Context: an optimization exercise on an open-source flow, tuned for small area. The choices shown serve that exercise and are no tape-out recipe.
Only simulation tests tie the RTL to the original design; equivalence was not proved.
Power and IR drop assume default switching activity.

$ cat flow/design.v
package discardPkg;
  localparam int CHANNEL_COUNT = 4;
  localparam int CHANNEL_BITS = 2;
  localparam int WORD_BITS = 32;
  localparam int LENGTH_BITS = 8;
  localparam int RESERVED_BITS = WORD_BITS - CHANNEL_BITS - LENGTH_BITS;
  localparam int CREDIT_BITS = 7;
  localparam logic [CREDIT_BITS-1:0] CREDIT_MAX = 7'd64;
  localparam int COUNTER_BITS = 32;
  localparam int STAT_ADDR_BITS = 3;
  localparam logic STAT_KIND_PASSED = 1'b0;
  localparam logic STAT_KIND_DROPPED = 1'b1;
  typedef union packed {
    logic [WORD_BITS-1:0] raw;
    struct packed {
      logic [CHANNEL_BITS-1:0]  channel;
      logic [RESERVED_BITS-1:0] reserved;
      logic [LENGTH_BITS-1:0]   length;
    } header;
  } frameWord;
endpackage
`timescale 1ns/1ps
module discardStat (
  input  logic                                  CLK,
  input  logic                                  reset,
  input  logic [discardPkg::WORD_BITS-1:0]       inData,
  input  logic                                  inValid,
  input  logic                                  inSof,
  input  logic                                  inEof,
  input  logic [discardPkg::CHANNEL_COUNT-1:0]  creditReturn,
  output logic                                  outValid,
  output logic [discardPkg::CHANNEL_BITS-1:0]   outChannel,
  output logic [discardPkg::WORD_BITS-1:0]       outData,
  output logic                                  outSof,
  output logic                                  outEof,
  input  logic                                  statRead,
  input  logic [discardPkg::STAT_ADDR_BITS-1:0] statAddr,
  output logic                                  statValid,
  output logic [discardPkg::COUNTER_BITS-1:0]   statData,
  input  logic                                  statWrite,
  input  logic [discardPkg::COUNTER_BITS-1:0]   statWriteData
);
  localparam int NCH = discardPkg::CHANNEL_COUNT;
  localparam int CB  = discardPkg::CREDIT_BITS;
  localparam int NCNT = 2 * NCH;
  logic [NCH-1:0][CB-1:0] credit;
  logic [NCH-1:0][CB-1:0] creditAvail;
  logic [CB-1:0] selCredit;
  logic [CB+1:0] creditDiff;
  logic          inFits;
  logic          inHeader;
  assign inHeader = inValid && inSof;
  logic [NCH-1:0][CB:0] availCarry;
  always_comb begin
    for (int c = 0; c < NCH; c++) begin
      availCarry[c][0] = creditReturn[c];
      for (int i = 0; i < CB; i++) begin
        creditAvail[c][i]  = credit[c][i] ^ availCarry[c][i];
        availCarry[c][i+1] = credit[c][i] & availCarry[c][i];
      end
    end
  end
  assign selCredit = creditAvail[inData[31:30]];
  logic [CB+1:0] diffBorrow;
  always_comb begin
    diffBorrow[0] = 1'b0;
    for (int i = 0; i <= CB; i++) begin
      if (i < CB) begin
        creditDiff[i]   = selCredit[i] ^ inData[i] ^ diffBorrow[i];
        diffBorrow[i+1] = (!selCredit[i] & (inData[i] | diffBorrow[i]))
                        | (inData[i] & diffBorrow[i]);
      end else begin
        creditDiff[i]   = inData[i] ^ diffBorrow[i];
        diffBorrow[i+1] = inData[i] | diffBorrow[i];
      end
    end
    creditDiff[CB+1] = diffBorrow[CB+1];
  end
  assign inFits = !creditDiff[CB+1];
  logic [CB-1:0] creditLoad;
  assign creditLoad = reset ? discardPkg::CREDIT_MAX : creditDiff[CB-1:0];
  always_ff @(posedge CLK) begin
    for (int c = 0; c < NCH; c++) begin
      if (reset || (inHeader && inFits && inData[31:30] == c)) begin
        credit[c] <= creditLoad;
      end else begin
        credit[c] <= creditAvail[c];
      end
    end
  end
  logic [31:0] d1;
  logic        sof1, eof1, fits1, v1;
  logic        keepCur;
  logic        hdr1;
  logic        fwd1;
  always_ff @(posedge CLK) begin
    d1    <= inData;
    sof1  <= inSof;
    eof1  <= inEof;
    fits1 <= inFits;
    v1    <= inValid && !reset;
  end
  assign hdr1 = v1 && sof1;
  assign fwd1 = v1 && (sof1 ? fits1 : keepCur);
  always_ff @(posedge CLK) begin
    if (reset) begin
      keepCur <= 1'b0;
    end else if (hdr1) begin
      keepCur <= fits1;
    end
  end
  logic [31:0] d2;
  logic        sof2, eof2, v2;
  logic [1:0]  lastChannel;
  always_ff @(posedge CLK) begin
    d2     <= d1;
    sof2   <= sof1;
    eof2   <= eof1;
    v2     <= fwd1 && !reset;
    outData <= d2;
    outSof  <= sof2;
    outEof  <= eof2;
    outValid <= v2 && !reset;
    if (outValid && outSof) begin
      lastChannel <= outData[31:30];
    end
  end
  assign outChannel = outSof ? outData[31:30] : lastChannel;
  logic [NCNT-1:0][31:0] counter;
  logic [NCNT-1:0]       countInc;
  logic [NCNT-1:0]       countLoad;
  logic [31:0]           loadValue;
  assign loadValue = reset ? 32'd0 : statWriteData;
  always_comb begin
    for (int k = 0; k < NCNT; k++) begin
      countInc[k]  = hdr1 && d1[31:30] == k[2:1] && fits1 == !k[0];
      countLoad[k] = reset || (statWrite && statAddr == k[2:0]);
    end
  end
  logic [NCNT-1:0][32:0] countCarry;
  always_comb begin
    for (int k = 0; k < NCNT; k++) begin
      for (int i = 0; i < 32; i++) begin
        if (i == 0) begin
          countCarry[k][i] = countInc[k];
        end else if (i == 11) begin
          countCarry[k][i] = countInc[k] & (&counter[k][10:0]);
        end else if (i == 22) begin
          countCarry[k][i] = countInc[k] & (&counter[k][21:0]);
        end else begin
          countCarry[k][i] = countCarry[k][i-1] & counter[k][i-1];
        end
      end
      countCarry[k][32] = 1'b0;
    end
  end
  always_ff @(posedge CLK) begin
    for (int k = 0; k < NCNT; k++) begin
      if (countLoad[k]) begin
        counter[k] <= loadValue;
      end else begin
        counter[k] <= counter[k] ^ countCarry[k][31:0];
      end
    end
  end
  logic [31:0] readValue;
  always_comb begin
    readValue = '0;
    for (int k = 0; k < NCNT; k++) begin
      readValue = readValue | (counter[k] & {32{statAddr == k[2:0]}});
    end
  end
  always_ff @(posedge CLK) begin
    statValid <= statRead && !reset;
    statData  <= readValue;
  end
endmodule
$ cat flow/flow/run.sh
#!/bin/bash
# The standard layout with two changes:
#  - synthesis is the standard synthesis, except that ABC maps the logic
#    with flow/abc_area.script (area-oriented mapping) instead of ORFS's
#    speed script; registers, their names and cell types are unchanged;
#  - every input and output port gets the smallest buffer (buf_1) instead of
#    the one buffer_ports picks by default.
# Each tool's output goes to the ORFS logs under orfs/logs; make's own output
# goes to standard_flow.log here.
set -euo pipefail
here=$(pwd)
export BUFFER_PORTS_ARGS="-buffer_cell sky130_fd_sc_hd__buf_1"
{
  head -n 1 synth_recipe.tcl
  cat <<TCL
proc abc {args} {
  set i [lsearch -exact \$args -script]
  if { \$i >= 0 } { lset args [expr { \$i + 1 }] $here/flow/abc_area.script }
  yosys abc {*}\$args
}
TCL
  tail -n +2 synth_recipe.tcl
} > area_synth.tcl
sed "s#SYNTH_SCRIPT=[^ ]*#SYNTH_SCRIPT=$here/area_synth.tcl#" standard.sh > area_standard.sh
grep -q "SYNTH_SCRIPT=$here/area_synth.tcl" area_standard.sh
bash area_standard.sh > standard_flow.log 2>&1
$ cat flow/flow/abc_area.script
strash
&get -n
&fraig -x
&put
scorr
dc2
strash
&get -n
&dch -f
&nf -R 1000 -a -p
&put
$ cat flow/standard.sh
#!/bin/bash
# synth_recipe.tcl (not shown) runs the flow's synth.tcl, then flattens the netlist and writes it again
# the make line also repeats each setting of config.mk as NAME=value (left out here)
make -C /OpenROAD-flow-scripts/flow DESIGN_CONFIG=/design/flow/config.mk WORK_HOME=/design/flow/orfs CLKGATE_MAP_FILE= SYNTH_SCRIPT=/design/flow/synth_recipe.tcl "${@:-finish}"
$ cat flow/config.mk
export PLATFORM = sky130hd
export DESIGN_NAME = discardStat
export DESIGN_NICKNAME = discardStat
export VERILOG_FILES = /design/flow/design.v
export SDC_FILE = /design/flow/constraint.sdc
export NUM_CORES = 4
export LEC_CHECK = 0
export CAP_MARGIN = 20
export CORE_MARGIN = 2
export CORE_UTILIZATION = 40
export CTS_BUF_LIST = sky130_fd_sc_hd__clkbuf_16
export CTS_CLUSTER_DIAMETER = 100
export CTS_CLUSTER_SIZE = 25
export SLEW_MARGIN = 20
$ cat flow/constraint.sdc
create_clock -name core_clock -period 5.0 [get_ports {CLK}]
set_input_delay 1.0000 -clock core_clock [delete_from_list [all_inputs] [get_ports {CLK}]]
set_output_delay 1.0000 -clock core_clock [all_outputs]
set_load 0.01 [all_outputs]
==> impl_metrics.py, run 1 <==
metrics = {
    "power": {
        "power.switching_mw": 1.465,
        "switching_share_pct": 24.84,
        "power.density_nw_per_um2": 308.1,
        "pwr-share-clk_pct": 31.8,
        "pwr-share-seq_pct": 60.6,
        "leakagePower_nw": 8.350,
        "power_frac_comb_pct": 7.6,
        "intPower_mw": 4.432,
        "ir_worst_vdd_mv": 0.2330,
    },
    "timing": {
        "rsz0062_at_grt": "no",
        "skew_ns": 0.02706,
        "max_freq_mhz": 209.7,
        "worst_slew_pin_slew_ns": 1.035,
        "min_period_ns": 4.769,
        "drv_slew": 0,
        "hold_violations": 0,
        "slew_headroom_pct": 30.98,
        "setup_viol": 0,
        "fin_crit_sh_pct": 95.38,
    },
    "placed_design": {
        "io_buffers": 147,
        "placed_area_um2": 18570,
        "dp_hpwl_um": 34310,
        "gp_congestion": 0.8865,
    },
    "detailed_routing": {
        "drt-total-wl_um": 47490,
        "first_pass_iters": 8,
        "vias": 12960,
        "drc": 0,
        "detail-route-antenna-nets": 0,
        "wl_per_cell_um": 20.33,
        "dr.first_iter.drc_count": 1132,
        "viasPerCell": 5.548,
    },
    "synth": {
        "synth_area_um2": 16840,
        "synth-compound-area-share_pct": 14.95,
        "synth-async-reset-ratio_pct": 0,
        "seq_area_frac_synth_pct": 50.77,
        "muxShareOfSynthArea_pct": 0.3344,
        "syn-num-nets": 1920,
        "synth_top_family_by_area": "adder cells",
        "synth_cell_type_count": 33,
        "yosys_most_used_dff": "dfxtp_1",
        "synth_fa_ha_area_share_pct": 19.81,
        "synthCells": 1579,
        "netlist.top_cell.by_area": "dfxtp_1",
        "synth_edf_count": 2,
        "synth_top_area_share_pct": 50.42,
        "synth-warning-count": 1,
        "synthTopCellsByArea": "dfxtp_1 (50%), ha_1 (19%), o21ai_0 (7.0%)",
        "syn_avg_cell_area_um2": 10.66,
        "ys_ff_latch": 426,
        "synth_xor_xnor_area_share_pct": 1.457,
        "synthSimpleGateAreaFrac_pct": 12.56,
    },
    "grt": {
        "grt_pass1_vias": 12640,
        "grt_usage_pct": 21.45,
        "grt_max_degree": 39,
        "grt_pass1_wl_um": 73060,
        "antenna_found_initial": 1,
        "grt_overflow_total": 0,
    },
    "job": {
        "cap_violations": 0,
    },
    "layout": {
        "seq_area_um2": 8548,
        "layout.cells.most_common": "dfxtp_1",
        "final_cell_area_um2": 19140,
        "nets": 2135,
        "post-route-util_pct": 45.83,
        "final_cell_mix": "dfxtp_1 (424), nand2_1 (258), ha_1 (253)",
        "multi_input_area_um2": 8438,
        "drive_gt1_share_pct": 5.624,
        "fillers": 3977,
        "syn_to_final_growth_pct": 13.68,
    },
    "floorplanning": {
        "core_um2": 41760,
        "die_y_um": 209.2,
        "dieArea_um2": 43750,
        "die_w_um": 209.2,
        "start_util_pct": 40.32,
        "num_rows": 75,
        "ioPinCount": 148,
    },
    "clock_network": {
        "cts_resized": 0,
        "htreeDepth": 1,
        "postCtsSetupBuffers": 0,
        "cts_tree": "yes",
        "cts.sinks": 426,
        "cts_hold_buffers": 0,
        "cts_root_buffer": "clkbuf_16",
        "cts_max_path_buffers": 3,
        "clk_pin_slew_ns": 0.10,
        "clk_latency_ns": 0.56,
        "numCtsBuffers": 21,
    },
    "worst_setup_path": {
        "setup.worst_path.class": "in -> reg",
        "cp_data_required_time_ns": 5.45,
        "cp-start-kind": "input port",
        "arrival_ns": 5.22,
        "endpoint_kind": "register",
        "path_max_fanout": 7,
    },
    "status": {
        "status": "timing/DRC/antenna clean",
    },
    "min_path": {
        "min_path_type": "reg -> reg",
    },
}
==> kinds of logic (layout without fill, tap and decap cells) <==
group | Yosys count | in the layout
xor gates and xnor gates | 28 | 28
other | 0 | 1
buffers and inverters | 5 | 222
AOI/OAI and AO/OA | 397 | 397
adders and majority gates | 263 | 263
DFF | 426 | 426
muxes | 4 | 4
and+or+nand+nor | 456 | 456
==> power by group through the flow <==
| stage | combinational [mW] | sequential [mW] | clock [mW] |
|---|---|---|---|
| after floorplan | 0.225 | 3.65 | 0 |
| after CTS | 0.448 | 3.57 | 1.94 |
| final | 0.446 | 3.57 | 1.88 |
| after global placement | 0.438 | 3.65 | 0 |
| after detailed placement | 0.447 | 3.65 | 0 |
| after global routing | 0.494 | 3.59 | 2.04 |
==> critical path: stages <==
cell,delay (ns)
buf_1,0.14
ha_4,0.19
ha_4,0.26
o22ai_1,0.06
or3_1,0.42
fa_2,0.38
fa_2,0.38
fa_2,0.38
fa_2,0.39
fa_2,0.38
fa_2,0.38
nor2_4,0.12
nand3_4,0.13
nor2_4,0.14
nor2_1,0.13
mux2_1,0.35
==> cells in the mapped netlist, types with 2 or more instances <==
cell type and instances:
a21oi_1 13, a221oi_1 11, a222oi_1 53, a22o_1 35
a22oi_1 21, and2_0 2, and3b_1 2, clkinv_1 5
dfxtp_1 424, edfxtp_1 2, fa_1 6, ha_1 257
mux2_1 3, nand2_1 258, nand2b_1 43, nand3_1 51
nand4_1 33, nor2_1 26, nor2b_1 4, nor3_1 8
nor3b_1 4, nor4_1 5, nor4b_1 13, o21ai_0 234
o22ai_1 29, or3_1 4, xnor2_1 27
==> stage by stage <==
stage | power, mW | hold WS [ns] | cells | setup slack (ns) | setup TNS, ns
2_1_floorplan | 3.872 | 0.3096 | 1579 | -0.01888 | -0.07551
3_3_place_gp | 4.086 | 0.3095 | 2310 | -0.2882 | -5.928
3_5_place_dp | 4.099 | 0.3121 | 2310 | -0.3721 | -8.364
4_1_cts | 5.958 | 0.3331 | 2335 | 0.2190 | 0
5_1_grt | 6.125 | 0.3372 | 2336 | 0.1405 | 0
6_report | 5.897 | 0.3279 | 2336 | 0.2312 | 0
==> layer usage <==
| metal | GRT usage, % | up-vias | part of all wire [%] |
|---|---|---|---|
| met1 | 29.75 | 6146 | 45 |
| met2 | 35.17 | 435 | 46 |
| met3 | 2.765 | 63 | 6.9 |
| met5 | 0 | - | 0 |
| met4 | 5.862 | 0 | 2.3 |
| li1 | - | 6316 | - |
==> state kept, by name (all words and copies together), names as in the netlist <==
| register | count |
|---|---|
| outEof | 1 |
| credit | 28 |
| sof1 | 1 |
| v2 | 1 |
| outValid | 1 |
| statData | 32 |
| sof2 | 1 |
| eof1 | 1 |
| eof2 | 1 |
| lastChannel | 2 |
| v1 | 1 |
| keepCur | 1 |
| d2 | 32 |
| statValid | 1 |
| d1 | 32 |
| outData | 32 |
| outSof | 1 |
| counter | 256 |
| fits1 | 1 |
==> final timing paths <==
kind / start / endpoint / slack [ns] / depth (start not counted)
worst max-delay path: creditReturn[2] / credit[13] / 0.23 / 16
worst min register to register: d1[7] / d2[7] / 0.33 / 0
worst max register to register: credit[7] / credit[13] / 0.49 / 15
worst min-delay path: d1[7] / d2[7] / 0.33 / 0
==> area by class of cell <==
type | count | share of cell area [%]
Inverter | 5 | 0.09806
Sequential cell | 426 | 44.66
Timing Repair Buffer | 192 | 4.655
Tap cell | 539 | 3.524
Clock buffer | 21 | 2.746
Clock inverter | 4 | 0.2157
Antenna cell | 1 | 0.01307
Multi-Input combinational cell | 1148 | 44.09
==> run 2: changes to the inputs <==
--- a/flow/design.v
+++ b/flow/design.v
@@ -138,19 +138,18 @@
     end
   end
-  logic [NCNT-1:0][32:0] countCarry;
+  logic [NCNT-1:0][31:0] countOnes;
   always_comb begin
     for (int k = 0; k < NCNT; k++) begin
       for (int i = 0; i < 32; i++) begin
         if (i == 0) begin
-          countCarry[k][i] = countInc[k];
+          countOnes[k][i] = 1'b1;
         end else if (i == 11) begin
-          countCarry[k][i] = countInc[k] & (&counter[k][10:0]);
+          countOnes[k][i] = &counter[k][10:0];
         end else if (i == 22) begin
-          countCarry[k][i] = countInc[k] & (&counter[k][21:0]);
+          countOnes[k][i] = &counter[k][21:0];
         end else begin
-          countCarry[k][i] = countCarry[k][i-1] & counter[k][i-1];
+          countOnes[k][i] = countOnes[k][i-1] & counter[k][i-1];
         end
       end
-      countCarry[k][32] = 1'b0;
     end
   end
@@ -160,5 +159,5 @@
         counter[k] <= loadValue;
       end else begin
-        counter[k] <= counter[k] ^ countCarry[k][31:0];
+        counter[k] <= counter[k] ^ (countOnes[k] & {32{countInc[k]}});
       end
     end
==> run 2 against run 1 <==
Compared with the run above: sequential share of layout area rose by 0.99 points; critical path type is now reg -> reg; worst setup slack improved by 0.012 ns; global-route usage rose by 2.6 points; critical endpoint is now counter[159]; hold slack barely moved; synthesized cell count fell by 4.1%; total power rose by 0.77%; sequential cell count did not move; via count rose by 10%; area after synthesis fell by 6.0%.
==> impl_metrics.py, run 2 <==
metrics = {
    "status": {
        "status": "timing/DRC/antenna clean",
    },
    "worst_setup_path": {
        "endpoint_kind": "register",
        "rrSetupSlack_ns": 0.24,
        "arrival_ns": 5.17,
        "crit_buf_inv": 2,
        "cp_data_required_time_ns": 5.42,
        "path_max_fanout": 5,
        "cp-start-kind": "register",
        "path_delay_family": "simple AND/OR/NAND/NOR gates",
        "cp_slowest_cell": "dfxtp_1",
        "slowest_delay_ns": 0.34,
        "crit_chain": "nand2_1, buf_4, nor4bb_2, buf_4, and4_1, and2_0, and4_4, and3_1, and3_4, and3_1, and3_2, and3_4, and3_4, and2_4, and3_4, and2_0, and3_1, and3_4, and2_0, and3_2, nand2_1, xor2_1, o22ai_1",
        "setup.worst_path.class": "reg -> reg",
        "cp_common_cell": "and3_4",
    },
    "layout": {
        "final_cells": 2321,
        "largest_reg_flops": 256,
        "syn_to_final_growth_pct": 18.31,
        "top_register": "counter",
        "drive_gt1_share_pct": 11.60,
        "nets": 1918,
        "seq_area_um2": 8549,
        "final_cell_area_um2": 18730,
        "layout.cells.most_common": "dfxtp_1",
        "fillers": 3703,
        "final_cell_mix": "dfxtp_1 (423), o21ai_0 (166), buf_1 (146)",
        "multi_input_area_um2": 7530,
    },
    "synth": {
        "synthTopCellsByCount": "dfxtp_1 (424), o21ai_0 (166), a21oi_1 (143)",
        "syn_avg_cell_area_um2": 10.45,
        "synth-warning-count": 1,
        "synth_top_area_share_pct": 53.62,
        "ys_ff_latch": 426,
        "synthCells": 1515,
        "syn-num-nets": 1632,
        "netlist.top_cell.by_area": "dfxtp_1",
        "synth_area_um2": 15830,
        "synth_cell_type_count": 38,
        "seq_area_frac_synth_pct": 54.00,
        "synthTopCellsByArea": "dfxtp_1 (54%), o32ai_1 (6.5%), o21ai_0 (5.2%)",
        "synth-async-reset-ratio_pct": 0,
        "synth_edf_count": 2,
        "synth.most_common_cell": "dfxtp_1",
        "yosys_most_used_dff": "dfxtp_1",
    },
    "timing": {
        "fin_crit_sh_pct": 95.14,
        "drv_slew": 0,
        "max_freq_mhz": 210.2,
        "setup_slack_ns": 0.2430,
        "worst_slew_pin_slew_ns": 1.158,
        "setup_viol": 0,
        "hold_violations": 0,
        "skew_ns": 0.02491,
        "min_period_ns": 4.757,
        "slew_headroom_pct": 22.83,
    },
    "floorplanning": {
        "dieArea_um2": 41180,
        "core_um2": 38830,
        "start_util_pct": 40.77,
        "ioPinCount": 148,
        "die_w_um": 202.9,
        "num_rows": 72,
        "die_y_um": 202.9,
    },
    "power": {
        "leakagePower_nw": 6.791,
        "power.density_nw_per_um2": 317.3,
        "ir_worst_vdd_mv": 0.3635,
        "switching_share_pct": 25.02,
        "intPower_mw": 4.456,
        "power_frac_comb_pct": 8.4,
        "pwr-share-seq_pct": 60.3,
        "pwr-share-clk_pct": 31.4,
        "power.switching_mw": 1.487,
    },
    "placed_design": {
        "place_inst": 2293,
        "dp_hpwl_um": 34510,
        "placed_area_um2": 17970,
        "gp_congestion": 0.8779,
        "pre_cts_slack_ns": -0.2429,
        "io_buffers": 147,
    },
    "clock_network": {
        "numCtsBuffers": 21,
        "htreeDepth": 1,
        "cts_hold_buffers": 0,
        "clk_pin_slew_ns": 0.10,
        "clk_latency_ns": 0.54,
        "cts_tree": "yes",
        "cts.sinks": 426,
        "cts_root_buffer": "clkbuf_16",
        "cts_max_path_buffers": 3,
    },
    "grt": {
        "grt_usage_pct": 24.04,
        "grt_max_degree": 40,
        "grt_pass1_vias": 13430,
        "antenna_found_initial": 4,
        "grt_overflow_total": 0,
        "grt_pass1_wl_um": 78460,
    },
    "min_path": {
        "min_path_type": "reg -> reg",
    },
    "detailed_routing": {
        "drt-total-wl_um": 51120,
        "vias": 14250,
        "dr.first_iter.drc_count": 1688,
        "drc": 0,
        "wl_per_cell_um": 22.03,
        "viasPerCell": 6.141,
        "first_pass_iters": 8,
        "detail-route-antenna-nets": 0,
    },
    "job": {
        "cap_violations": 0,
    },
}
-- run 2: cell count changes in the layout (fill, tap and decap cells not counted), sizes merged, moves of 16 or more --
| cell | delta |
|---|---|
| a21oi | +130 |
| nand4 | -23 |
| o22ai | +41 |
| nor2 | +41 |
| o32ai | +118 |
| and2 | +31 |
| nand3 | -16 |
| buf | +71 |
| and4 | +42 |
| ha | -224 |
| nand2 | -221 |
| and3 | +67 |
| o21ai | -68 |
-- run 2: worst register-to-register path: cells and delay by family (launching register included) --
| family | cells | cell delay (ns) |
|---|---|---|
| simple gates | 19 | 3.75 |
| flops | 1 | 0.34 |
| buf+inv | 2 | 0.32 |
| xor+xnor | 1 | 0.15 |
| compound gates | 1 | 0.10 |
-- run 2: logic make-up (layout without fill, tap and decap cells) --
kind of cell | after synthesis | count (layout) | share of synthesized area [%]
AOI/OAI and AO/OA | 636 | 636 | 26.68
xor gates and xnor gates | 41 | 41 | 2.268
adders and majority gates | 39 | 39 | 3.367
buffers and inverters | 3 | 290 | 0.07113
DFF | 426 | 426 | 54.00
muxes | 3 | 3 | 0.2134
other | 0 | 1 | 0
and+or+nand+nor | 367 | 367 | 13.40
-- run 2: power by group through the flow --
stage               logic [mW]  registers [mW]  clock network, mW
floorplan                0.242            3.65                  0
CTS                      0.492            3.58               1.91
global placement         0.484            3.65                  0
finish                   0.498            3.58               1.86
detailed placement       0.490            3.66                  0
global route             0.541            3.60               2.05
-- run 2: cell type report --
| class | instances | area share, % |
|---|---|---|
| Multi-Input combinational cell | 1086 | 40.20 |
| Tap cell | 518 | 3.460 |
| Timing Repair Buffer | 263 | 7.602 |
| Clock buffer | 21 | 2.806 |
| Sequential cell | 426 | 45.65 |
| Antenna cell | 1 | 0.01336 |
| Inverter | 3 | 0.06012 |
| Clock inverter | 3 | 0.2071 |
-- run 2: per-layer routing --
| metal | track usage (%) | vias up | wire (µm) |
|---|---|---|---|
| met5 | 0 | - | 34 |
| met4 | 5.579 | 6 | 966 |
| met3 | 4.944 | 77 | 4759 |
| met2 | 38.09 | 632 | 23020 |
| met1 | 33.69 | 6878 | 22340 |
| li1 | - | 6661 | - |
-- run 2: worst paths after layout --
path / from / end / cells after the start
max: v1 / counter[159] / 23
min reg2reg: d2[9] / outData[9] / 0
max reg2reg: v1 / counter[159] / 23
min: d2[9] / outData[9] / 0
-- run 2: repair_timing --
action                                  4_1_cts  5_1_grt
setup buffers                                 0        3
endpoints found under the setup margin        9       24
resized for setup                            17       55
pin swaps                                     0        2
-- run 2: stage by stage --
| stage | setup TNS, ns | power, mW | hold WS [ns] | util (%) |
|---|---|---|---|---|
| finish | 0 | 5.943 | 0.3275 | 48.24 |
| global route | -0.008784 | 6.184 | 0.3354 | 48.24 |
| CTS | 0 | 5.984 | 0.3295 | 47.81 |
| detailed placement | -5.672 | 4.147 | 0.3121 | 46.29 |
| global placement | -4.607 | 4.138 | 0.3100 | 46.29 |
| floorplan | 0 | 3.894 | 0.3096 | - |
==> run 3: changes to the inputs <==
--- a/flow/config.mk
+++ b/flow/config.mk
@@ -12,3 +12,4 @@
 export CTS_CLUSTER_DIAMETER = 100
 export CTS_CLUSTER_SIZE = 25
+export GPL_TIMING_DRIVEN = 0
 export SLEW_MARGIN = 20
==> run 3 against run 2 <==
Compared with the run above: sequential share of layout area rose by 0.23 points; first-iteration DRC count fell by 14%; sequential power barely moved; sequential cell count did not move; global-route usage fell by 0.95 points; largest cell class unchanged; highest routed layer unchanged.
==> impl_metrics.py, run 3 <==
metrics = {
    "status": {
        "status": "timing/DRC/antenna clean",
    },
    "synth": {
        "synth-compound-area-share_pct": 26.68,
        "syn-num-nets": 1632,
        "synth_top_area_share_pct": 53.62,
        "synth_edf_count": 2,
        "synthCells": 1515,
        "synth.most_common_cell": "dfxtp_1",
        "synth_fa_ha_area_share_pct": 3.367,
        "yosys_most_used_dff": "dfxtp_1",
        "synthSimpleGateAreaFrac_pct": 13.40,
        "synthTopCellsByCount": "dfxtp_1 (424), o21ai_0 (166), a21oi_1 (143)",
        "synth_top_family_by_area": "compound AO/OA/AOI/OAI gates",
        "synth-warning-count": 1,
        "synth_area_um2": 15830,
        "seq_area_frac_synth_pct": 54.00,
        "muxShareOfSynthArea_pct": 0.2134,
        "synthTopCellsByArea": "dfxtp_1 (54%), o32ai_1 (6.5%), o21ai_0 (5.2%)",
        "syn_avg_cell_area_um2": 10.45,
        "synth-async-reset-ratio_pct": 0,
        "synth_xor_xnor_area_share_pct": 2.268,
        "netlist.top_cell.by_area": "dfxtp_1",
        "synth_cell_type_count": 38,
        "ys_ff_latch": 426,
    },
    "grt": {
        "grt_overflow_total": 0,
        "antenna_found_initial": 2,
        "grt_max_degree": 38,
        "use_met2_pct": 36.19,
        "grt_usage_pct": 23.09,
        "grt_pass1_wl_um": 75400,
        "busiest_layer": "met2",
        "grtUsageMet1_pct": 33.51,
        "grt_pass1_vias": 13120,
        "grt_util_met3_pct": 3.050,
    },
    "worst_setup_path": {
        "arrival_ns": 5.25,
        "path_max_fanout": 6,
        "endpoint_kind": "register",
        "cp_data_required_time_ns": 5.42,
        "critPathLaunch": "d1[30]",
        "cp-start-kind": "register",
        "r2r_cells": 21,
        "crit-reg2reg-launch": "d1[30]",
        "r2r_end": "counter[63]",
        "setup.worst_path.class": "reg -> reg",
        "rrSetupSlack_ns": 0.17,
    },
    "layout": {
        "nets": 1840,
        "seq_area_um2": 8564,
        "final_cell_mix": "dfxtp_1 (419), o21ai_0 (166), buf_1 (144)",
        "multi_input_area_um2": 7780,
        "largest_reg_flops": 256,
        "fillers": 3634,
        "final_cells": 2243,
        "layout.cells.most_common": "dfxtp_1",
        "final_cell_area_um2": 18670,
        "post-route-util_pct": 48.08,
        "syn_to_final_growth_pct": 17.92,
        "drive_gt1_share_pct": 11.08,
        "top_register": "counter",
    },
    "detailed_routing": {
        "dr.first_iter.drc_count": 1454,
        "drc": 0,
        "drt-total-wl_um": 48910,
        "viasPerCell": 6.215,
        "first_pass_iters": 8,
        "detail-route-antenna-nets": 0,
        "wl_per_cell_um": 21.81,
        "vias": 13940,
    },
    "min_path": {
        "min-delay-start": "d2[31]",
        "min_path_type": "reg -> reg",
        "hold_end": "outData[31]",
        "hold_depth": 0,
    },
    "floorplanning": {
        "die_y_um": 202.9,
        "num_rows": 72,
        "ioPinCount": 148,
        "start_util_pct": 40.77,
        "die_w_um": 202.9,
        "core_um2": 38830,
        "dieArea_um2": 41180,
    },
    "timing": {
        "slew_headroom_pct": 26.86,
        "worst_slew_pin_slew_ns": 1.097,
        "setup_viol": 0,
        "min_period_ns": 4.831,
        "setup_slack_ns": 0.1693,
        "hold_violations": 0,
        "fin_crit_sh_pct": 96.61,
        "fin_hold_ws_ns": 0.3158,
        "rsz0062_at_grt": "yes",
        "finalSetupTns_ns": 0,
        "skew_ns": 0.03690,
        "max_freq_mhz": 207.0,
        "drv_slew": 0,
    },
    "clock_network": {
        "cts.sinks": 426,
        "cts_hold_buffers": 0,
        "htreeDepth": 1,
        "cts_max_path_buffers": 3,
        "cts_tree": "yes",
        "clk_latency_ns": 0.57,
        "cts_root_buffer": "clkbuf_16",
        "numCtsBuffers": 21,
        "clk_pin_slew_ns": 0.10,
    },
    "placed_design": {
        "io_buffers": 147,
        "placed_area_um2": 17610,
        "dp_hpwl_um": 33630,
        "gp_congestion": 0.8215,
        "pre_cts_slack_ns": -1.157,
        "place_inst": 2204,
    },
    "job": {
        "cap_violations": 0,
    },
    "power": {
        "power_mw": 5.960,
        "leakagePower_nw": 6.530,
        "ir_worst_vdd_mv": 0.2668,
        "power.density_nw_per_um2": 319.3,
    },
}
==> run 3: cell counts after synthesis <==
No cell type changed its count.
==> run 3: worst max path at each step <==
stage / end / slack, ns / cells past startpoint
2_1_floorplan: credit[0] / 0.01 / 16
3_3_place_gp: counter[2] / -5.29 / 6
3_5_place_dp: counter[159] / -1.16 / 21
4_1_cts: counter[159] / -0.01 / 21
5_1_grt: counter[31] / -0.04 / 21
6_report: counter[63] / 0.17 / 21
==> run 3: critical path: stages (launching register included) <==
cell and delay, ns:
dfxtp_4 0.38, buf_4 0.15, nor4_4 0.29, and4_4 0.29, and2_2 0.21, and4_4 0.25, and2_4 0.17, and3_1 0.20
and2_4 0.19, and3_4 0.21, and3_2 0.24, and3_4 0.24, and3_4 0.24, and3_4 0.22, and3_2 0.24, and3_4 0.22
and3_1 0.22, and2_4 0.19, and3_2 0.23, nand2_1 0.08, xor2_1 0.14, o22ai_1 0.09
==> run 3: cells by family (layout without fill, tap and decap cells) <==
family                   after synthesis  in the layout
AO/OA/AOI/OAI                        636            636
XOR/XNOR                              41             41
adder cells (fa/ha/maj)               39             39
buffers and inverters                  3            212
flip-flops                           426            426
multiplexers                           3              3
other                                  0              1
AND/OR/NAND/NOR                      367            367
==> run 3: per-layer routing <==
layer	share of wire [%]	up-vias
met1	45	6763
met4	1.9	4
li1	-	6532
met3	7.9	71
met5	0.067	-
met2	45	571
==> run 3: what timing repair did <==
action / CTS / global route
setup buffers: 9 / 5
setup endpoints to repair: 72 / 52
pin swaps: 7 / 9
endpoints found under the hold margin: 0 / 0
resized for setup: 99 / 51
==> run 3: cell type report <==
cell class | instances | area share, %
flip-flops and latches | 426 | 45.88
multi-input cells | 1086 | 41.68
repair buffers | 185 | 5.885
well taps | 518 | 3.472
clock buffers | 21 | 2.815
clock inverters | 3 | 0.1944
inverters | 3 | 0.06033
diodes | 1 | 0.01341
==> run 3: report_power, final <==
group          switching, mW  internal (mW)
Combinational          0.317          0.176
Clock                   1.10          0.775
Sequential            0.0755           3.51
==> run 4: changes to the inputs <==
--- a/flow/config.mk
+++ b/flow/config.mk
@@ -11,5 +11,5 @@
 export CTS_BUF_LIST = sky130_fd_sc_hd__clkbuf_16
 export CTS_CLUSTER_DIAMETER = 100
-export CTS_CLUSTER_SIZE = 25
+export CTS_CLUSTER_SIZE = 30
 export GPL_TIMING_DRIVEN = 0
 export SLEW_MARGIN = 20
==> run 4 against run 3 <==
Compared with the run above: still clean; critical path depth is the same; non-clock buffer count grew 3; count of clock-buffer cells in the layout shrank 2; routed wire length grew 0.16%; final cell count is essentially flat; maximum frequency shrank 0.59%; combinational power is essentially flat; die area is the same; register-to-register slack lost 0.03 ns; core utilization shrank 0.077 points; global-route usage is the same; total power shrank 1.6%; largest cell class unchanged; largest power group unchanged; highest routed layer unchanged.
==> impl_metrics.py, run 4 <==
metrics = {
    "status": {
        "status": "timing/DRC/antenna clean",
    },
    "clock_network": {
        "cts_hold_buffers": 0,
        "cts.sinks": 426,
        "numCtsBuffers": 18,
        "cts_tree": "yes",
        "clk_latency_ns": 0.56,
        "cts_root_buffer": "clkbuf_16",
        "cts_max_path_buffers": 3,
        "htreeDepth": 1,
        "clk_pin_slew_ns": 0.12,
    },
    "grt": {
        "grt_max_degree": 38,
        "grt_usage_pct": 23.09,
        "grt_pass1_vias": 13080,
        "grt_overflow_total": 0,
        "grt_pass1_wl_um": 75340,
        "antenna_found_initial": 2,
    },
    "timing": {
        "hold_violations": 0,
        "fin_crit_sh_pct": 97.19,
        "setup_viol": 0,
        "slew_headroom_pct": 27.26,
        "max_freq_mhz": 205.8,
        "drv_slew": 0,
        "worst_slew_pin_slew_ns": 1.091,
        "skew_ns": 0.03077,
        "min_period_ns": 4.859,
    },
    "synth": {
        "synth-warning-count": 1,
        "syn_avg_cell_area_um2": 10.45,
        "synth_fa_ha_area_share_pct": 3.367,
        "synth_xor_xnor_area_share_pct": 2.268,
        "netlist.top_cell.by_area": "dfxtp_1",
        "synth_edf_count": 2,
        "synthTopCellsByCount": "dfxtp_1 (424), o21ai_0 (166), a21oi_1 (143)",
        "yosys_most_used_dff": "dfxtp_1",
        "synthTopCellsByArea": "dfxtp_1 (54%), o32ai_1 (6.5%), o21ai_0 (5.2%)",
        "synth-compound-area-share_pct": 26.68,
        "muxShareOfSynthArea_pct": 0.2134,
        "synth_top_family_by_area": "compound AO/OA/AOI/OAI gates",
        "synth.most_common_cell": "dfxtp_1",
        "syn-num-nets": 1632,
        "seq_area_frac_synth_pct": 54.00,
        "synth_area_um2": 15830,
        "synthSimpleGateAreaFrac_pct": 13.40,
        "synth_top_area_share_pct": 53.62,
        "synthCells": 1515,
        "synth_cell_type_count": 38,
        "synth-async-reset-ratio_pct": 0,
        "ys_ff_latch": 426,
    },
    "layout": {
        "diodes": 0,
        "layout.cells.most_common": "dfxtp_1",
        "syn_to_final_growth_pct": 17.73,
        "drive_gt1_share_pct": 11.18,
        "largest_reg_flops": 256,
        "top_register": "counter",
        "final_cell_mix": "dfxtp_1 (419), o21ai_0 (166), buf_1 (144)",
        "post-route-util_pct": 48.00,
        "nets": 1840,
    },
    "floorplanning": {
        "die_w_um": 202.9,
        "start_util_pct": 40.77,
        "core_um2": 38830,
        "die_y_um": 202.9,
        "ioPinCount": 148,
        "dieArea_um2": 41180,
        "num_rows": 72,
    },
    "detailed_routing": {
        "vias": 13980,
        "detail-route-antenna-nets": 0,
        "wl_per_cell_um": 21.83,
        "drc": 0,
        "viasPerCell": 6.229,
        "drt-total-wl_um": 48990,
        "dr.first_iter.drc_count": 1609,
        "first_pass_iters": 7,
    },
    "worst_setup_path": {
        "path_max_fanout": 6,
        "setup.worst_path.class": "reg -> reg",
        "r2r_end": "counter[63]",
        "cp-start-kind": "register",
        "crit-reg2reg-launch": "d1[30]",
        "arrival_ns": 5.27,
        "endpoint_kind": "register",
        "cp_data_required_time_ns": 5.41,
        "rrSetupSlack_ns": 0.14,
        "r2r_cells": 21,
    },
    "min_path": {
        "min-delay-start": "d2[31]",
        "hold_end": "outData[31]",
        "hold_depth": 0,
        "min_path_type": "reg -> reg",
    },
    "placed_design": {
        "dp_hpwl_um": 33630,
        "gp_congestion": 0.8215,
        "io_buffers": 147,
    },
    "power": {
        "power.density_nw_per_um2": 314.8,
        "power_mw": 5.866,
        "power_frac_comb_pct": 8.4,
        "switching_share_pct": 25.13,
        "ir_worst_vdd_mv": 0.2942,
        "pwr-share-seq_pct": 61.2,
        "intPower_mw": 4.392,
        "leakagePower_nw": 6.520,
        "pwr-share-clk_pct": 30.4,
        "power.switching_mw": 1.474,
    },
    "job": {
        "cap_violations": 0,
    },
}
==> run 4: cell counts after synthesis <==
No cell type changed its count.
==> run 4: area by class of cell <==
type / instances / area [µm²]
flip-flops and latches: 426 / 8564
repair buffers: 188 / 1124
inverters: 3 / 11.26
clock buffers: 19 / 475.5
multi-input cells: 1086 / 7779
fillers: 3636 / 20190
well taps: 518 / 648.1
clock inverters: 4 / 35.03
==> run 4: worst max-delay path by stage <==
stage                    start            to  cells after the start
6_report                d1[30]   counter[63]                     21
5_1_grt                 d1[30]  counter[127]                     23
4_1_cts                   sof1   counter[63]                     21
3_5_place_dp              sof1  counter[159]                     21
3_3_place_gp       statAddr[1]    counter[2]                      6
2_1_floorplan  creditReturn[2]     credit[0]                     16
==> run 4: timing repair <==
action | CTS | global route
buffers inserted | 10 | 7
pin swaps | 8 | 10
gates resized for setup | 101 | 48
endpoints found under the setup margin | 73 | 50
==> run 4: cells by family (layout without fill, tap and decap cells) <==
| group | after synthesis | count (layout) |
|---|---|---|
| compound gates | 636 | 636 |
| xor+xnor | 41 | 41 |
| fa+ha+maj | 39 | 39 |
| buf+inv | 3 | 214 |
| flops | 426 | 426 |
| mux | 3 | 3 |
| simple gates | 367 | 367 |
==> run 4: critical path, stage by stage (launching register included) <==
cell and delay, ns:
dfxtp_4 0.39, buf_4 0.16, nor4_4 0.29, and4_4 0.28, and2_2 0.21, and4_4 0.25
and2_4 0.17, and3_1 0.21, and2_4 0.19, and3_4 0.21, and3_2 0.24, and3_4 0.24
and3_4 0.24, and3_4 0.22, and3_2 0.24, and3_4 0.22, and3_1 0.22, and2_4 0.19
and3_2 0.23, nand2_1 0.08, xor2_1 0.14, o22ai_1 0.09
==> run 4: power groups by stage <==
stage / sequential (mW) / combinational (mW) / clock (mW)
finish: 3.59 / 0.494 / 1.78
global route: 3.60 / 0.537 / 1.94
CTS: 3.59 / 0.481 / 1.82
detailed placement: 3.66 / 0.473 / 0
global placement: 3.66 / 0.428 / 0
floorplan: 3.65 / 0.242 / 0
==> run 4: metal layers <==
metal | track usage [%] | part of all wire, % | vias to the layer above | wire [µm]
met3 | 3.547 | 7.2 | 68 | 3507
met4 | 5.240 | 2.1 | 4 | 1010
met2 | 36.18 | 45 | 513 | 21840
met1 | 33.47 | 46 | 6856 | 22600
met5 | 0 | 0.065 | - | 32
li1 | - | - | 6537 | -
==> run 4: through the flow <==
step / hold WS, ns / area, µm² / TNS [ns] / setup slack [ns] / std cells
2_1_floorplan: 0.3096 / 15900 / 0 / 0.01348 / 1515
3_3_place_gp: 0.3095 / 17100 / -584.19 / -5.295 / 2180
3_5_place_dp: 0.3121 / 17610 / -50.62 / -1.157 / 2204
4_1_cts: 0.3247 / 18410 / 0 / 0.01934 / 2237
5_1_grt: 0.3281 / 18640 / -0.03128 / -0.01866 / 2244
6_report: 0.3201 / 18640 / 0 / 0.1405 / 2244
==> run 5: changes to the inputs <==
==> flow/flow/abc_area.script (replaced) <==
strash
&get -n
&fraig -x
&put
scorr
dc2
strash
&get -n
&dch -f
&nf -R 1000
&put
buffer -c
upsize -c
dnsize -c
--- a/flow/config.mk
+++ b/flow/config.mk
@@ -11,5 +11,5 @@
 export CTS_BUF_LIST = sky130_fd_sc_hd__clkbuf_16
 export CTS_CLUSTER_DIAMETER = 100
-export CTS_CLUSTER_SIZE = 30
+export CTS_CLUSTER_SIZE = 25
 export GPL_TIMING_DRIVEN = 0
 export SLEW_MARGIN = 20
==> run 5 against run 4 <==
Compared with the run above: area after synthesis increased by 4.6%; via count up 6.9%; largest cell class unchanged; clock power rose by 8%; largest power group unchanged.
==> impl_metrics.py, run 5 <==
metrics = {
    "status": {
        "status": "timing/DRC/antenna clean",
    },
    "clock_network": {
        "clk_latency_ns": 0.58,
        "cts.sinks": 426,
        "cts_root_buffer": "clkbuf_16",
        "numCtsBuffers": 21,
        "cts_tree": "yes",
        "htreeDepth": 1,
        "cts_max_path_buffers": 3,
        "cts_hold_buffers": 0,
        "clk_pin_slew_ns": 0.10,
    },
    "layout": {
        "final_cell_mix": "dfxtp_1 (419), buf_1 (161), o21ai_0 (158)",
        "layout.cells.most_common": "dfxtp_1",
        "top_register": "counter",
        "largest_reg_flops": 256,
        "syn_to_final_growth_pct": 12.66,
        "nets": 1925,
        "drive_gt1_share_pct": 9.111,
    },
    "synth": {
        "synthCells": 1627,
        "synthTopCellsByArea": "dfxtp_1 (51%), o32ai_1 (6.5%), o21ai_0 (4.8%)",
        "netlist.top_cell.by_area": "dfxtp_1",
        "synth-async-reset-ratio_pct": 0,
        "synthTopCellsByCount": "dfxtp_1 (424), o21ai_0 (158), a21oi_1 (137)",
        "synth-warning-count": 1,
        "synth_edf_count": 2,
        "syn-num-nets": 1744,
        "seq_area_frac_synth_pct": 51.60,
        "synth.most_common_cell": "dfxtp_1",
        "syn_avg_cell_area_um2": 10.18,
        "yosys_most_used_dff": "dfxtp_1",
        "ys_ff_latch": 426,
        "synth_cell_type_count": 49,
        "synth_area_um2": 16570,
        "synth_top_area_share_pct": 51.24,
    },
    "worst_setup_path": {
        "r2r_end": "counter[31]",
        "arrival_ns": 5.32,
        "crit-reg2reg-launch": "v1",
        "path_max_fanout": 10,
        "endpoint_kind": "register",
        "rrSetupSlack_ns": 0.19,
        "setup.worst_path.class": "in -> reg",
        "cp-start-kind": "input port",
        "cp_data_required_time_ns": 5.47,
        "r2r_cells": 21,
    },
    "floorplanning": {
        "start_util_pct": 40.57,
        "die_w_um": 207.5,
        "dieArea_um2": 43060,
        "die_y_um": 207.5,
        "core_um2": 40830,
        "ioPinCount": 148,
        "num_rows": 74,
    },
    "detailed_routing": {
        "dr.first_iter.drc_count": 2171,
        "wl_per_cell_um": 26.20,
        "detail-route-antenna-nets": 0,
        "drt-total-wl_um": 61440,
        "vias": 14940,
        "viasPerCell": 6.372,
        "first_pass_iters": 8,
        "drc": 0,
    },
    "timing": {
        "drv_slew": 0,
        "skew_ns": 0.01991,
        "max_freq_mhz": 206.0,
        "fin_crit_sh_pct": 97.10,
        "setup_viol": 0,
        "worst_slew_pin_slew_ns": 1.213,
        "min_period_ns": 4.855,
        "slew_headroom_pct": 19.14,
        "rsz0062_at_grt": "yes",
        "fin_hold_ws_ns": 0.3166,
        "setup_slack_ns": 0.1448,
        "finalSetupTns_ns": 0,
        "hold_violations": 0,
    },
    "power": {
        "power.density_nw_per_um2": 325.0,
        "leakagePower_nw": 6.442,
        "ir_worst_vdd_mv": 0.3447,
    },
    "job": {
        "cap_violations": 0,
    },
    "min_path": {
        "hold_end": "outData[18]",
        "min-delay-start": "d2[18]",
        "hold_depth": 0,
        "min_path_type": "reg -> reg",
    },
    "placed_design": {
        "pre_cts_slack_ns": -0.7856,
        "gp_congestion": 0.9359,
        "dp_hpwl_um": 42520,
        "io_buffers": 144,
    },
    "grt": {
        "grt_pass1_vias": 14190,
        "grt_overflow_total": 0,
        "grt_max_degree": 27,
        "grt_pass1_wl_um": 89600,
        "antenna_found_initial": 1,
        "grt_usage_pct": 27.46,
    },
}
-- run 5: changes by cell type in the layout (fill, tap and decap cells not counted), sizes merged, moves of 8 or more --
cell	previous run	this run
nor2	67	80
inv	1	11
o21ai	166	158
and2	33	45
buf	187	178
nand2	37	27
clkbuf	20	114
-- run 5: critical path: stages --
cell and delay, ns:
buf_2 0.16, buf_2 0.24, nor2b_1 0.27, a21oi_1 0.12
ha_1 0.21, fa_2 0.37, fa_2 0.38, fa_2 0.37
fa_2 0.39, fa_2 0.40, fa_1 0.43, nor2_2 0.16
nand3_4 0.16, nor2_4 0.22, nor2_2 0.12, mux2_2 0.31
-- run 5: through the flow --
step	instances	util, %	total power [mW]	cell area, µm²
after global placement	2303	43.65	4.169	17820
after CTS	2332	45.23	6.062	18470
after floorplan	1627	-	3.927	16620
after global routing	2343	45.69	6.252	18660
after detailed placement	2305	43.73	4.181	17850
final	2345	45.71	6.066	18660
-- run 5: kinds of logic after synthesis --
kind of cell             Yosys count  synth area share, %
AND/OR/NAND/NOR                  378                14.93
XOR/XNOR                          37                1.956
multiplexers                       3               0.2039
flip-flops                       426                51.60
buffers and inverters            121                2.742
AO/OA/AOI/OAI                    623                25.35
adder cells (fa/ha/maj)           39                3.218
-- run 5: area by class of cell --
type                       count  area, µm²
timing repair buffer         158      648.1
inverter                       8      30.03
multi-input combinational   1080       7752
tap                          532      665.6
antenna                        2      5.005
fill                        3924      22170
clock buffer                  21      525.5
clock inverter                 5      45.04
buffer                       113      429.2
sequential                   426       8562
-- run 5: timing repair --
action,4_1_cts,5_1_grt
gates resized for setup,8,28
pin swaps,1,9
endpoints found under the setup margin,31,48
setup buffers,1,11
-- run 5: report_power, final --
part | switching (mW) | leakage, nW | internal [mW]
Clock | 1.16 | 0.286 | 0.776
Sequential | 0.0764 | 3.49 | 3.51
Combinational | 0.387 | 2.67 | 0.158
Total | 1.62 | 6.44 | 4.45
-- run 5: routing by layer --
layer | track usage, % | routed length, µm | vias up
met5 | 0 | 13 | -
met4 | 14.29 | 3494 | 2
met3 | 5.371 | 6489 | 184
met2 | 43.08 | 27220 | 889
met1 | 35.91 | 24220 | 7206
li1 | - | - | 6662
-- run 5: how the worst max path moves through the flow --
stage | from | endpoint | slack [ns]
finish | inData[31] | credit[13] | 0.14
global route | inData[31] | credit[13] | -0.01
CTS | d1[30] | counter[95] | 0.006
detailed placement | inData[30] | credit[16] | -0.79
global placement | inData[31] | credit[21] | -0.78
floorplan | creditReturn[1] | credit[0] | 0.01
==> run 6: changes to the inputs <==
==> flow/flow/abc_area.script (replaced) <==
strash
&get -n
&fraig -x
&put
scorr
dc2
strash
&get -n
&b
&dch -f
&nf -R 1000 -a
&put
==> run 6 against run 5 <==
Compared with the run above: still clean; non-clock buffer count decreased by 97; core utilization increased by 2.3 points; critical path depth increased by 5; die area decreased by 5.2%; combinational power is 12% lower; worst setup slack better by 0.024 ns; highest routed layer unchanged.
==> impl_metrics.py, run 6 <==
metrics = {
    "clock_network": {
        "cts_max_path_buffers": 3,
        "cts_hold_buffers": 0,
        "cts.sinks": 426,
        "clk_pin_slew_ns": 0.10,
        "numCtsBuffers": 21,
        "cts_tree": "yes",
        "clk_latency_ns": 0.55,
        "htreeDepth": 1,
        "cts_root_buffer": "clkbuf_16",
    },
    "worst_setup_path": {
        "cp_common_cell": "and3_2",
        "rrSetupSlack_ns": 0.17,
        "arrival_ns": 5.24,
        "timing.critical_path.to": "counter[31]",
        "crit-reg2reg-launch": "sof1",
        "critPathLaunch": "sof1",
        "slowest_delay_ns": 0.38,
        "crit_chain": "nand3_4, nor3_4, and3_4, and3_4, and3_2, and3_4, and3_4, and3_2, and3_2, and3_2, and2_2, and3_4, and3_1, and2_4, and3_2, and3_2, and3_1, and2_4, nand3_1, xor2_1, o22ai_1",
        "cp-start-kind": "register",
        "path_max_fanout": 6,
        "cp_data_required_time_ns": 5.41,
        "cp.depth": 21,
        "setup.worst_path.class": "reg -> reg",
        "cp_slowest_cell": "dfxtp_4",
        "crit_buf_inv": 0,
        "r2r_end": "counter[31]",
        "path_delay_family": "simple AND/OR/NAND/NOR gates",
        "endpoint_kind": "register",
        "r2r_cells": 21,
    },
    "synth": {
        "netlist.top_cell.by_area": "dfxtp_1",
        "synth_edf_count": 2,
        "synthTopCellsByArea": "dfxtp_1 (54%), o32ai_1 (6.5%), o21ai_0 (6.0%)",
        "synthTopCellsByCount": "dfxtp_1 (424), o21ai_0 (189), a21oi_1 (166)",
        "synth.most_common_cell": "dfxtp_1",
        "seq_area_frac_synth_pct": 54.49,
        "ys_ff_latch": 426,
        "synth_cell_type_count": 34,
        "synth_top_area_share_pct": 54.11,
        "synthCells": 1523,
        "synth-warning-count": 1,
        "yosys_most_used_dff": "dfxtp_1",
        "synth_area_um2": 15690,
        "synth-async-reset-ratio_pct": 0,
        "syn_avg_cell_area_um2": 10.30,
        "syn-num-nets": 1640,
    },
    "layout": {
        "largest_reg_flops": 256,
        "diodes": 0,
        "layout.cells.most_common": "dfxtp_1",
        "syn_to_final_growth_pct": 18.32,
        "final_cell_mix": "dfxtp_1 (419), o21ai_0 (189), a21oi_1 (164)",
        "top_register": "counter",
        "nets": 1837,
        "drive_gt1_share_pct": 13.53,
        "post-route-util_pct": 48.03,
        "final_cell_area_um2": 18560,
    },
    "detailed_routing": {
        "drc": 0,
        "first_pass_iters": 9,
        "drt-total-wl_um": 46460,
        "vias": 13660,
        "wl_per_cell_um": 20.74,
        "viasPerCell": 6.099,
        "dr.first_iter.drc_count": 1115,
        "detail-route-antenna-nets": 0,
    },
    "power": {
        "power_frac_comb_pct": 8.0,
        "switching_share_pct": 24.98,
        "pwr-share-seq_pct": 60.3,
        "leakagePower_nw": 6.439,
        "pwr-share-clk_pct": 31.7,
        "power.density_nw_per_um2": 319.9,
        "power.switching_mw": 1.483,
        "intPower_mw": 4.454,
        "ir_worst_vdd_mv": 0.2865,
    },
    "grt": {
        "grt_max_degree": 38,
        "grt_overflow_total": 0,
        "grt_pass1_vias": 12830,
        "grt_pass1_wl_um": 71480,
        "antenna_found_initial": 3,
        "grt_usage_pct": 21.84,
    },
    "floorplanning": {
        "core_um2": 38650,
        "ioPinCount": 148,
        "dieArea_um2": 40820,
        "die_y_um": 202.0,
        "die_w_um": 202.0,
        "start_util_pct": 40.59,
        "num_rows": 72,
    },
    "timing": {
        "min_period_ns": 4.831,
        "worst_slew_pin_slew_ns": 0.9418,
        "slew_headroom_pct": 37.21,
        "skew_ns": 0.02760,
        "fin_hold_ws_ns": 0.3295,
        "hold_violations": 0,
        "max_freq_mhz": 207.0,
        "setup_viol": 0,
        "drv_slew": 0,
        "fin_crit_sh_pct": 96.62,
    },
    "status": {
        "status": "timing/DRC/antenna clean",
    },
    "job": {
        "cap_violations": 0,
    },
    "min_path": {
        "min_path_type": "reg -> reg",
    },
    "placed_design": {
        "gp_congestion": 0.8035,
        "io_buffers": 147,
        "dp_hpwl_um": 31180,
        "placed_area_um2": 17380,
    },
}
run 6: final cells by class:
type | count | area [µm²]
clock buffers | 21 | 525.5
clock inverters | 4 | 46.29
fillers | 3673 | 20090
inverters | 5 | 18.77
multi-input cells | 1092 | 7791
flip-flops and latches | 426 | 8564
well taps | 518 | 648.1
repair buffers | 174 | 965.9
run 6: cell families after synthesis:
logic type / count (synthesis) / synth area share (%)
mux: 4 / 0.3589
compound gates: 660 / 27.40
xor+xnor: 33 / 1.843
flops: 426 / 54.49
simple gates: 356 / 12.39
buf+inv: 5 / 0.1197
fa+ha+maj: 39 / 3.398
run 6: repair_timing:
action                                  4_1_cts  5_1_grt
gates cloned                                  0        0
pin swaps                                     3        4
setup buffers                                 3        4
resized for setup                           145       73
endpoints found under the setup margin       85       55
run 6: power groups by stage:
stage          Combinational [mW]  Sequential [mW]  Clock [mW]
6_report                    0.477             3.58        1.88
5_1_grt                     0.525             3.59        2.05
4_1_cts                     0.469             3.58        1.94
3_5_place_dp                0.465             3.65           0
3_3_place_gp                0.423             3.65           0
2_1_floorplan               0.243             3.65           0
run 6: how the worst min path moves through the flow:
stage | slack, ns | to | from | depth (start not counted)
3_3_place_gp | 0.31 | outData[8] | d2[8] | 0
3_5_place_dp | 0.31 | d2[27] | d1[27] | 0
5_1_grt | 0.34 | outData[0] | d2[0] | 0
2_1_floorplan | 0.31 | d2[0] | d1[0] | 0
6_report | 0.33 | d2[15] | d1[15] | 0
4_1_cts | 0.33 | d2[27] | d1[27] | 0
run 6: layer usage:
layer | global-route usage [%] | wire length (µm) | vias to the layer above
li1 | - | - | 6445
met1 | 31.25 | 21130 | 6681
met2 | 34.74 | 20970 | 466
met5 | 0 | 27 | -
met3 | 3.225 | 3380 | 65
met4 | 5.147 | 955 | 4
run 6: through the flow:
step                      setup TNS, ns  instances  worst slack, ns  power (mW)
after floorplan                 -0.3809       1523         -0.06190       3.890
after global routing           -0.04702       2240         -0.01568       6.163
after detailed placement         -49.83       2208          -0.9844       4.117
final                                 0       2240           0.1692       5.938
after global placement          -557.46       2188           -4.776       4.071
after CTS                       -0.8437       2236         -0.07503       5.991
==> run 7: changes to the inputs <==
--- a/flow/design.v
+++ b/flow/design.v
@@ -90,6 +90,8 @@
   end
   logic [31:0] d1;
-  logic        sof1, eof1, fits1, v1;
+  logic        sof1, eof1, v1;
+  logic [NCNT-1:0] count1;
   logic        keepCur;
+  logic        pass1;
   logic        hdr1;
   logic        fwd1;
@@ -98,14 +100,17 @@
     sof1  <= inSof;
     eof1  <= inEof;
-    fits1 <= inFits;
     v1    <= inValid && !reset;
+    for (int k = 0; k < NCNT; k++) begin
+      count1[k] <= !reset && inHeader && inData[31:30] == k[2:1] && inFits == !k[0];
+    end
   end
-  assign hdr1 = v1 && sof1;
-  assign fwd1 = v1 && (sof1 ? fits1 : keepCur);
+  assign pass1 = count1[0] || count1[2] || count1[4] || count1[6];
+  assign hdr1  = |count1;
+  assign fwd1  = pass1 || (v1 && !sof1 && keepCur);
   always_ff @(posedge CLK) begin
     if (reset) begin
       keepCur <= 1'b0;
     end else if (hdr1) begin
-      keepCur <= fits1;
+      keepCur <= pass1;
     end
   end
@@ -134,5 +139,5 @@
   always_comb begin
     for (int k = 0; k < NCNT; k++) begin
-      countInc[k]  = hdr1 && d1[31:30] == k[2:1] && fits1 == !k[0];
+      countInc[k]  = count1[k];
       countLoad[k] = reset || (statWrite && statAddr == k[2:0]);
     end
--- a/flow/config.mk
+++ b/flow/config.mk
@@ -10,6 +10,6 @@
 export CORE_UTILIZATION = 40
 export CTS_BUF_LIST = sky130_fd_sc_hd__clkbuf_16
-export CTS_CLUSTER_DIAMETER = 100
-export CTS_CLUSTER_SIZE = 25
+export CTS_CLUSTER_DIAMETER = 80
+export CTS_CLUSTER_SIZE = 28
 export GPL_TIMING_DRIVEN = 0
 export SLEW_MARGIN = 20
==> run 7 against run 6 <==
Compared with the run above: worst setup slack improved by 0.0084 ns; sequential power increased by 1%; die area increased by 0.96%; first-iteration DRC count increased by 19%; critical endpoint is now credit[0].
==> impl_metrics.py, run 7 <==
metrics = {
    "status": {
        "status": "timing/DRC/antenna clean",
    },
    "detailed_routing": {
        "wl_per_cell_um": 20.92,
        "vias": 13910,
        "drc": 0,
        "drt-total-wl_um": 47310,
        "viasPerCell": 6.149,
        "first_pass_iters": 6,
        "dr.first_iter.drc_count": 1322,
        "detail-route-antenna-nets": 0,
    },
    "synth": {
        "yosys_most_used_dff": "dfxtp_1",
        "synth_top_area_share_pct": 54.47,
        "synth_cell_type_count": 36,
        "synthTopCellsByArea": "dfxtp_1 (54%), o32ai_1 (6.7%), o21ai_0 (5.9%)",
        "synth_xor_xnor_area_share_pct": 1.935,
        "synthSimpleGateAreaFrac_pct": 11.85,
        "synth_area_um2": 15840,
        "netlist.top_cell.by_area": "dfxtp_1",
        "synth.most_common_cell": "dfxtp_1",
        "synth_top_family_by_area": "compound AO/OA/AOI/OAI gates",
        "synth-async-reset-ratio_pct": 0,
        "synthCells": 1526,
        "ys_ff_latch": 433,
        "synth-compound-area-share_pct": 27.69,
        "synth_fa_ha_area_share_pct": 3.365,
        "synth-warning-count": 1,
        "syn-num-nets": 1643,
        "synth_edf_count": 2,
        "seq_area_frac_synth_pct": 54.85,
        "syn_avg_cell_area_um2": 10.38,
        "muxShareOfSynthArea_pct": 0.1422,
        "synthTopCellsByCount": "dfxtp_1 (431), o21ai_0 (187), a21oi_1 (171)",
    },
    "layout": {
        "largest_reg_flops": 256,
        "diodes": 0,
        "nets": 1847,
        "final_cell_mix": "dfxtp_1 (431), o21ai_0 (187), a21oi_1 (171)",
        "layout.cells.most_common": "dfxtp_1",
        "syn_to_final_growth_pct": 17.28,
        "final_cells": 2262,
        "drive_gt1_share_pct": 10.32,
        "post-route-util_pct": 47.84,
        "final_cell_area_um2": 18580,
        "fillers": 3637,
        "top_register": "counter",
    },
    "floorplanning": {
        "die_y_um": 203,
        "dieArea_um2": 41210,
        "num_rows": 72,
        "die_w_um": 203,
        "start_util_pct": 40.80,
        "core_um2": 38830,
        "ioPinCount": 148,
    },
    "clock_network": {
        "numCtsBuffers": 24,
        "cts_root_buffer": "clkbuf_16",
        "cts_hold_buffers": 0,
        "htreeDepth": 1,
        "cts_max_path_buffers": 3,
        "cts_tree": "yes",
        "clk_latency_ns": 0.59,
        "clk_pin_slew_ns": 0.10,
        "cts.sinks": 433,
    },
    "placed_design": {
        "pre_cts_slack_ns": -0.7516,
        "gp_congestion": 0.8199,
        "placed_area_um2": 17600,
        "dp_hpwl_um": 32310,
        "place_inst": 2214,
        "io_buffers": 147,
    },
    "timing": {
        "slew_headroom_pct": 35.37,
        "fin_crit_sh_pct": 96.45,
        "drv_slew": 0,
        "max_freq_mhz": 207.4,
        "setup_viol": 0,
        "skew_ns": 0.03253,
        "setup_slack_ns": 0.1776,
        "finalSetupTns_ns": 0,
        "fin_hold_ws_ns": 0.3206,
        "worst_slew_pin_slew_ns": 0.9694,
        "hold_violations": 0,
        "min_period_ns": 4.822,
    },
    "power": {
        "leakagePower_nw": 6.647,
        "power_mw": 6.336,
        "power.density_nw_per_um2": 341.1,
        "ir_worst_vdd_mv": 0.2969,
    },
    "min_path": {
        "hold_depth": 0,
        "min_path_type": "reg -> reg",
    },
    "job": {
        "cap_violations": 0,
    },
    "worst_setup_path": {
        "cp_slowest_cell": "fa_1",
        "cp_data_required_time_ns": 5.47,
        "arrival_ns": 5.30,
        "cp.depth": 18,
        "crit_buf_inv": 2,
        "path_max_fanout": 7,
        "cp-start-kind": "input port",
        "r2r_cells": 20,
        "cp_common_cell": "fa_2",
        "path_delay_family": "adder cells",
        "crit_chain": "buf_1, ha_1, and3_1, a221o_1, a21oi_1, ha_1, fa_1, fa_2, fa_2, fa_2, fa_2, fa_1, nor2_4, nand3_4, buf_4, nor2_4, nor2_2, a22o_1",
        "slowest_delay_ns": 0.43,
        "setup.worst_path.class": "in -> reg",
        "endpoint_kind": "register",
    },
    "grt": {
        "antenna_found_initial": 3,
        "grt_pass1_wl_um": 73860,
        "grt_max_degree": 39,
        "grt_overflow_total": 0,
        "grt_usage_pct": 22.41,
        "grt_pass1_vias": 13260,
    },
}
run 7: cells by family (layout without fill, tap and decap cells):
family / after synthesis / after routing
AO/OA/AOI/OAI: 670 / 670
flip-flops: 433 / 433
AND/OR/NAND/NOR: 340 / 340
adder cells (fa/ha/maj): 39 / 39
XOR/XNOR: 35 / 35
buffers and inverters: 7 / 225
multiplexers: 2 / 2
run 7: repair_timing:
action,4_1_cts,5_1_grt
buffers inserted,0,8
pin swaps,0,5
setup endpoints to repair,43,57
gates resized for setup,33,70
run 7: worst paths after layout:
check,start,endpoint,slack (ns)
max,creditReturn[3],credit[0],0.18
min,d1[7],d2[7],0.32
max reg2reg,counter[33],counter[63],0.23
min reg2reg,d1[7],d2[7],0.32
run 7: metal layers:
metal | wire, µm | GRT usage, % | vias up
li1 | - | - | 6507
met1 | 20920 | 30.86 | 6778
met2 | 21450 | 35.97 | 527
met3 | 3747 | 3.644 | 92
met4 | 1159 | 7.117 | 6
met5 | 37 | 0 | -
run 7: layout make-up:
cell class                 instances  area, µm²  share of cell area [%]
timing repair buffer             178       1032                   5.557
sequential                       433       8688                   46.77
clock inverter                    15      166.4                  0.8958
inverter                           7      26.28                  0.1414
tap                              518      648.1                   3.489
clock buffer                      25      625.6                   3.368
multi-input combinational       1086       7390                   39.78
run 7: worst register-to-register path: cells and delay by family (launching register included):
kind	cells	cell delay, ns
simple gates	18	4.12
flops	1	0.34
compound gates	1	0.10
xor+xnor	1	0.15
run 7: report_power, final:
part | switching, mW | internal [mW]
Combinational | 0.300 | 0.163
Sequential | 0.0609 | 3.56
Clock | 1.25 | 1.01

what the ideal ports hide:
The results above use ideal ports. As a check the final layouts listed here were re-extracted and re-timed, cells and wires unchanged. Step 1: set_driving_cell puts a clkbuf_16 on CLK and a buf_2 on each other input, an assumption about the parent block. Step 2 also shifts input and output timing later by t, the mid clock arrival at the registers, as if the neighbouring blocks saw the same clock. a / b / c = ideal / step 1 / step 2; a / b = the first two.
run | t (ns) | setup slack, ns | worst slew at a driven data input, ns
run 1 | 0.599 | 0.231 / 0.258 / -0.341 | 0.06
run 2 | 0.581 | 0.243 / 0.243 / -0.230 | 0.07
run 3 | 0.598 | 0.169 / 0.169 / -0.328 | 0.08
run 4 | 0.595 | 0.141 / 0.141 / -0.273 | 0.09
run 5 | 0.619 | 0.145 / 0.176 / -0.444 | 0.05
run 6 | 0.584 | 0.169 / 0.169 / -0.348 | 0.07
run 7 | 0.626 | 0.178 / 0.208 / -0.418 | 0.07
Met with ideal ports but missed after step 2: setup timing in every run listed. The setup slack of run 7, which loses most, moves by +0.030 ns with the drivers and by -0.596 ns with both steps.
